Background: an optimization exercise with open tools, aiming at a short achievable clock period and few clock cycles. Do not read the settings as production practice.
RTL that was checked went through simulation tests only; none was proved equivalent to the original.
Power figures rest on the tool's default switching activity, not on a simulated workload. The clock port is modelled as an ideal driver; clocking choices that lean on that would not hold on a real chip.

Design rs485_half_duplex_frame_buffer_top, start of the top module:
module rs485_half_duplex_frame_buffer_top #(
   parameter int BUFFER_DEPTH = 64
) (
   input  logic                            clock,
   input  logic                            reset,
   input  logic                            req_valid,
   output logic                            req_stall,
   input  logic [rs485_pkg::MODE_W-1:0]    req_mode,
   input  logic [rs485_pkg::DATA_W-1:0]    req_data,
   input  logic                            req_last,
   input  logic [rs485_pkg::LIMIT_W-1:0]   req_read_limit,
   output logic                            rsp_valid,
   input  logic                            rsp_stall,
   output logic [rs485_pkg::KIND_W-1:0]    rsp_kind,
   output logic [rs485_pkg::DATA_W-1:0]    rsp_byte_out,
   output logic                            rsp_final_res,
   output logic                            rsp_driver_enable,
   output logic [rs485_pkg::COUNT_W-1:0]   rsp_byte_count,
   input  logic                            csr_wr_en,
   input  logic [rs485_pkg::TIMEOUT_W-1:0] csr_wr_data
);
Size in the first run: roughly 1300 flip-flops, ~70 I/O pins.
Settings: LEC_CHECK=0, ABC_CLOCK_PERIOD_IN_PS=1500, CAP_MARGIN=20, CORE_MARGIN=2, CORE_UTILIZATION=55, SETUP_SLACK_MARGIN=2.8, SLEW_MARGIN=20, TNS_END_PERCENT=10; clock period 4.6 ns.
run.sh (not shown) runs the stock make flow with config.mk's settings and CLKGATE_MAP_FILE= SYNTH_SCRIPT=/design/flow/synth_recipe.tcl, a recipe that flattens the netlist after the stock synthesis.
Edit:
- ABC_CLOCK_PERIOD_IN_PS: 1500 -> 2000
- CORE_UTILIZATION: 55 -> 40
- SETUP_SLACK_MARGIN: 2.8 -> 2.4
After rerunning: Clock power hardly moves; non-clock buffer count came out lower by 254; setup slack got worse by 130 ps; sequential power stays flat; synthesized cell count stays the same.
No run of this note included a check of the RTL's function; only the layout flow was run.

* * *

rs485_half_duplex_frame_buffer_top, a different RTL version from the one above (not shown whole).
For scale: about 70 I/O pins, roughly 52000 sq um of cells after synthesis.
==> flow/config.mk <==
export PLATFORM = sky130hd
export DESIGN_NAME = rs485_half_duplex_frame_buffer_top
export DESIGN_NICKNAME = rs485_half_duplex_frame_buffer_top
export VERILOG_FILES = /design/flow/design.v
export SDC_FILE = /design/flow/constraint.sdc
export NUM_CORES = 4
export LEC_CHECK = 0
export ABC_CLOCK_PERIOD_IN_PS = 1800
export CAP_MARGIN = 20
export CORE_MARGIN = 2
export CORE_UTILIZATION = 55
export SETUP_SLACK_MARGIN = 2.6
export SLEW_MARGIN = 20
export TNS_END_PERCENT = 20
==> flow/constraint.sdc <==
create_clock -name core_clock -period 4.6 [get_ports {clock}]
set_input_delay 0.9200 -clock core_clock [delete_from_list [all_inputs] [get_ports {clock}]]
set_output_delay 0.9200 -clock core_clock [all_outputs]
set_load 0.01 [all_outputs]
standard.sh (not shown) runs the stock make flow with config.mk's settings and CLKGATE_MAP_FILE= SYNTH_SCRIPT=/design/flow/synth_recipe.tcl, a recipe that flattens the netlist after the stock synthesis.
==> flow/flow/run.sh <==
#!/bin/bash
# The standard ORFS layout, with two changes to how it is built:
#  - the port buffers are sky130_fd_sc_hd__buf_4 cells instead of the
#    delay-cell buffers buffer_ports picks by default;
#  - the resizer may change a cell to any cell of the same function
#    (MATCH_CELL_FOOTPRINT=0), not only one with the same footprint.
# The whole make output goes to standard_flow.log; ORFS keeps each step's log
# under orfs/logs/.
set -euo pipefail
bash standard.sh "BUFFER_PORTS_ARGS=-buffer_cell sky130_fd_sc_hd__buf_4" \
   MATCH_CELL_FOOTPRINT=0 finish > standard_flow.log 2>&1
The baseline finished clean.
Testbench counts at the start, summed over its fixed seeds: cycles 9,281.
Rerun with:
CORE_UTILIZATION = 65   (was 55)
CTS_CLUSTER_SIZE = 40   (was not set)
PLACE_DENSITY = 0.75   (was not set)
=> Final cell count goes down by a few percent. Register-to-register slack degrades by 0.02 ns. Utilization went up by 13 points. Non-clock buffer count is higher by 78.

* * *

== lane 1 ==
Another version of the RTL of rs485_half_duplex_frame_buffer_top (not shown whole).
For scale: ~4900 cells after synthesis, about 1300 flip-flops.
## rs485_half_duplex_frame_buffer_top
module rs485_half_duplex_frame_buffer_top #(
   parameter int BUFFER_DEPTH = 64
) (
   input  logic                            clock,
   input  logic                            reset,
   input  logic                            req_valid,
   output logic                            req_stall,
   input  logic [rs485_pkg::MODE_W-1:0]    req_mode,
   input  logic [rs485_pkg::DATA_W-1:0]    req_data,
   input  logic                            req_last,
   input  logic [rs485_pkg::LIMIT_W-1:0]   req_read_limit,
   output logic                            rsp_valid,
   input  logic                            rsp_stall,
   output logic [rs485_pkg::KIND_W-1:0]    rsp_kind,
   output logic [rs485_pkg::DATA_W-1:0]    rsp_byte_out,
   output logic                            rsp_final_res,
   output logic                            rsp_driver_enable,
   output logic [rs485_pkg::COUNT_W-1:0]   rsp_byte_count,
   input  logic                            csr_wr_en,
   input  logic [rs485_pkg::TIMEOUT_W-1:0] csr_wr_data
);
==> flow/config.mk <==
export PLATFORM = sky130hd
export DESIGN_NAME = rs485_half_duplex_frame_buffer_top
export DESIGN_NICKNAME = rs485_half_duplex_frame_buffer_top
export VERILOG_FILES = /design/flow/design.v
export SDC_FILE = /design/flow/constraint.sdc
export NUM_CORES = 4
export LEC_CHECK = 0
export ABC_CLOCK_PERIOD_IN_PS = 1600
export CAP_MARGIN = 20
export CORE_MARGIN = 2
export CORE_UTILIZATION = 75
export PLACE_DENSITY = 0.8
export SETUP_SLACK_MARGIN = 2.8
export SLEW_MARGIN = 20
export TNS_END_PERCENT = 20
==> flow/constraint.sdc <==
create_clock -name core_clock -period 4.6 [get_ports {clock}]
set_input_delay 0.9200 -clock core_clock [delete_from_list [all_inputs] [get_ports {clock}]]
set_output_delay 0.9200 -clock core_clock [all_outputs]
set_load 0.01 [all_outputs]
==> flow/flow/run.sh <==
#!/bin/bash
# The standard ORFS layout, with three changes to how it is built:
#  - the port buffers are sky130_fd_sc_hd__buf_4 cells instead of the
#    delay-cell buffers buffer_ports picks by default;
#  - the resizer may change a cell to any cell of the same function
#    (MATCH_CELL_FOOTPRINT=0), not only one with the same footprint;
#  - clock tree synthesis clusters up to 30 sinks within 100 um per leaf
#    buffer and adds no dummy loads, which gives a tree with fewer levels and
#    a shorter insertion delay for every register alike.
# The whole make output goes to standard_flow.log; ORFS keeps each step's log
# under orfs/logs/.
set -euo pipefail
bash standard.sh "BUFFER_PORTS_ARGS=-buffer_cell sky130_fd_sc_hd__buf_4" \
   MATCH_CELL_FOOTPRINT=0 \
   "CTS_ARGS=-sink_clustering_enable -repair_clock_nets -sink_clustering_size 30 -sink_clustering_max_diameter 100 -dont_use_dummy_load" \
   finish > standard_flow.log 2>&1
Testbench counts of lane 1, summed over its fixed seeds: cycles 9,281.
> inputs changed (lane 1 -> lane 2)
diff --git a/flow/config.mk b/flow/config.mk
--- a/flow/config.mk
+++ b/flow/config.mk
@@ -11,2 +11,2 @@
-export CORE_UTILIZATION = 75
-export PLACE_DENSITY = 0.8
+export CORE_UTILIZATION = 65
+export PLACE_DENSITY = 0.7
[summary]
Lane 2 vs lane 1: power spent charging and discharging nets up by a few percent. Lane 2 vs lane 1: routed wire length up in lane 2. Against lane 1, lane 2 reports a number of vias after detailed routing that is lower. Between lane 2 and lane 1, it is lane 2 whose overall power consumption is higher, by about 0.7%.

* * *

rs485_half_duplex_frame_buffer_top, a different RTL version from the one above (not shown whole).
For scale: roughly 4900 cells after synthesis, roughly 1300 flip-flops.
clock: 4.6 ns
lec_check: 0
abc_clock_period_in_ps: 1800
cap_margin: 20
core_margin: 2
core_utilization: 55
setup_slack_margin: 2.6
slew_margin: 20
tns_end_percent: 20
Scripts as last shown in full above: flow/flow/run.sh
Testbench counts at the start, summed over its fixed seeds: cycles 9,281.
Edit:
Settings changed: ABC_CLOCK_PERIOD_IN_PS 1800 to 1600, CORE_UTILIZATION 55 to 65, PLACE_DENSITY from default to 0.7, SETUP_SLACK_MARGIN 2.6 to 2.8.
Combinational power came out higher by a few percent.
Non-clock buffer count came out higher by 36.
Sequential power hardly moves.
Setup slack is better by 0.041 ns.
Wire length came out higher by a few percent.
Final area came out higher slightly.

* * *

## main
Another version of the RTL of rs485_half_duplex_frame_buffer_top (not shown whole).
Size in the first run: roughly 1,300 flip-flops, about 53,000 sq um of cells after synthesis.
Settings: LEC_CHECK=0, ABC_CLOCK_PERIOD_IN_PS=1600, CAP_MARGIN=20, CORE_MARGIN=2, CORE_UTILIZATION=65, PLACE_DENSITY=0.7, SETUP_SLACK_MARGIN=2.8, SLEW_MARGIN=20, TNS_END_PERCENT=20; clock period 4.6 ns.
Scripts as last shown in full above: flow/flow/run.sh
The flow did not stop early for main: all stages ran, and the layout cleared the timing, DRC and antenna checks.
Changes in the feature branch relative to main:
-- flow/config.mk --
<<< main, line 10
export CORE_MARGIN = 2
export CORE_UTILIZATION = 65
export PLACE_DENSITY = 0.7
export SETUP_SLACK_MARGIN = 2.8
>>> the feature branch, line 10
export CORE_MARGIN = 2
export CORE_UTILIZATION = 75
export PLACE_DENSITY = 0.8
export SETUP_SLACK_MARGIN = 2.8
[summary]
Of main and the feature branch, main shows the lower actual slew at the worst max-slew pin, with the feature branch above it.
Compared to main, the feature branch has number of vias in the routed layout about 0.7% higher.
Between main and the feature branch, the number of hold buffers added after CTS does not differ in any meaningful way.
Going from main to the feature branch, combinational fraction of design power dropped 0.3 points, initial core utilization went up, final instance area went down.
No run of this note included a check of the RTL's function; only the layout flow was run.

* * *

Another version of the RTL of rs485_half_duplex_frame_buffer_top (not shown whole).
Size: about 3,800 cells after synthesis, roughly 1,300 flip-flops, ~70 I/O pins, about 52,000 um2 of cells after synthesis.
export LEC_CHECK = 0
export ABC_CLOCK_PERIOD_IN_PS = 1800
export CAP_MARGIN = 20
export CORE_MARGIN = 2
export CORE_UTILIZATION = 55
export SETUP_SLACK_MARGIN = 2.6
export SLEW_MARGIN = 20
export TNS_END_PERCENT = 20
create_clock -name core_clock -period 4.6 [get_ports {clock}]
run.sh (not shown) runs the stock make flow with config.mk's settings and CLKGATE_MAP_FILE= SYNTH_SCRIPT=/design/flow/synth_recipe.tcl, a recipe that flattens the netlist after the stock synthesis.
Stock flow here: none of the scripts above is used.
Then changed:
==> flow/flow/run.sh (new file) <==
#!/bin/bash
# The standard ORFS layout, with two changes to how it is built:
#  - the port buffers are sky130_fd_sc_hd__buf_4 cells instead of the
#    delay-cell buffers buffer_ports picks by default;
#  - the resizer may change a cell to any cell of the same function
#    (MATCH_CELL_FOOTPRINT=0), not only one with the same footprint.
# The whole make output goes to standard_flow.log; ORFS keeps each step's log
# under orfs/logs/.
set -euo pipefail
bash standard.sh "BUFFER_PORTS_ARGS=-buffer_cell sky130_fd_sc_hd__buf_4" \
   MATCH_CELL_FOOTPRINT=0 finish > standard_flow.log 2>&1
==> flow/standard.sh (new file) <==
#!/bin/bash
# synth_recipe.tcl (not shown) runs the flow's synth.tcl, then flattens the netlist and writes it again
# the make line also repeats each setting of config.mk as NAME=value (left out here)
make -C /OpenROAD-flow-scripts/flow DESIGN_CONFIG=/design/flow/config.mk WORK_HOME=/design/flow/orfs CLKGATE_MAP_FILE= SYNTH_SCRIPT=/design/flow/synth_recipe.tcl "${@:-finish}"
removed: flow/run.sh
Final area rose slightly; power rose by a few percent; flip-flop and latch count is unchanged; fmax rose slightly.
No functional check of the RTL was part of any run of this note.

==> afterwards: timing with drivers on the ports <==
No port has a modelled driver above. Below, the same layouts with a new extraction and two added sets of constraints.
Step 1 sets driving cells, clkbuf_16 on the clock port and buf_2 on the other inputs (assumed; they add their load-dependent delay and slew).
Step 2, shift: input delay + t, output delay - t, t = (earliest + latest rising clock arrival at the registers) / 2. This alone moves slack from input paths to output paths.
Three values: ideal, step 1, step 2; two values: the first two.
run	t, ns	setup WS [ns]	worst slew at a driven data input, ns
the first run of note 1	0.790	2.029 / 1.967 / 1.623	0.08
the second run of note 1	0.827	1.896 / 1.896 / 1.610	0.09
the first run of note 2	0.802	2.215 / 2.156 / 2.215	0.08
the second run of note 2	0.803	2.192 / 2.185 / 2.099	0.14
lane 1	0.703	2.558 / 2.494 / 2.101	0.04
lane 2	0.704	2.567 / 2.504 / 2.088	0.04
the first run of note 4	0.724	2.485 / 2.462 / 2.266	0.04
the second run of note 4	0.718	2.526 / 2.498 / 2.303	0.05
main	0.714	2.545 / 2.501 / 2.288	0.05
the feature branch	0.714	2.516 / 2.494 / 2.240	0.04
the first run of note 6	0.800	1.471 / 1.508 / 0.708	0.09
the second run of note 6	0.812	1.520 / 1.555 / 0.743	0.11
After both steps every run listed still meets setup and hold. For the second run of note 6, which loses most, drivers alone change the setup slack by +0.035 ns; drivers and shift together by -0.777 ns.
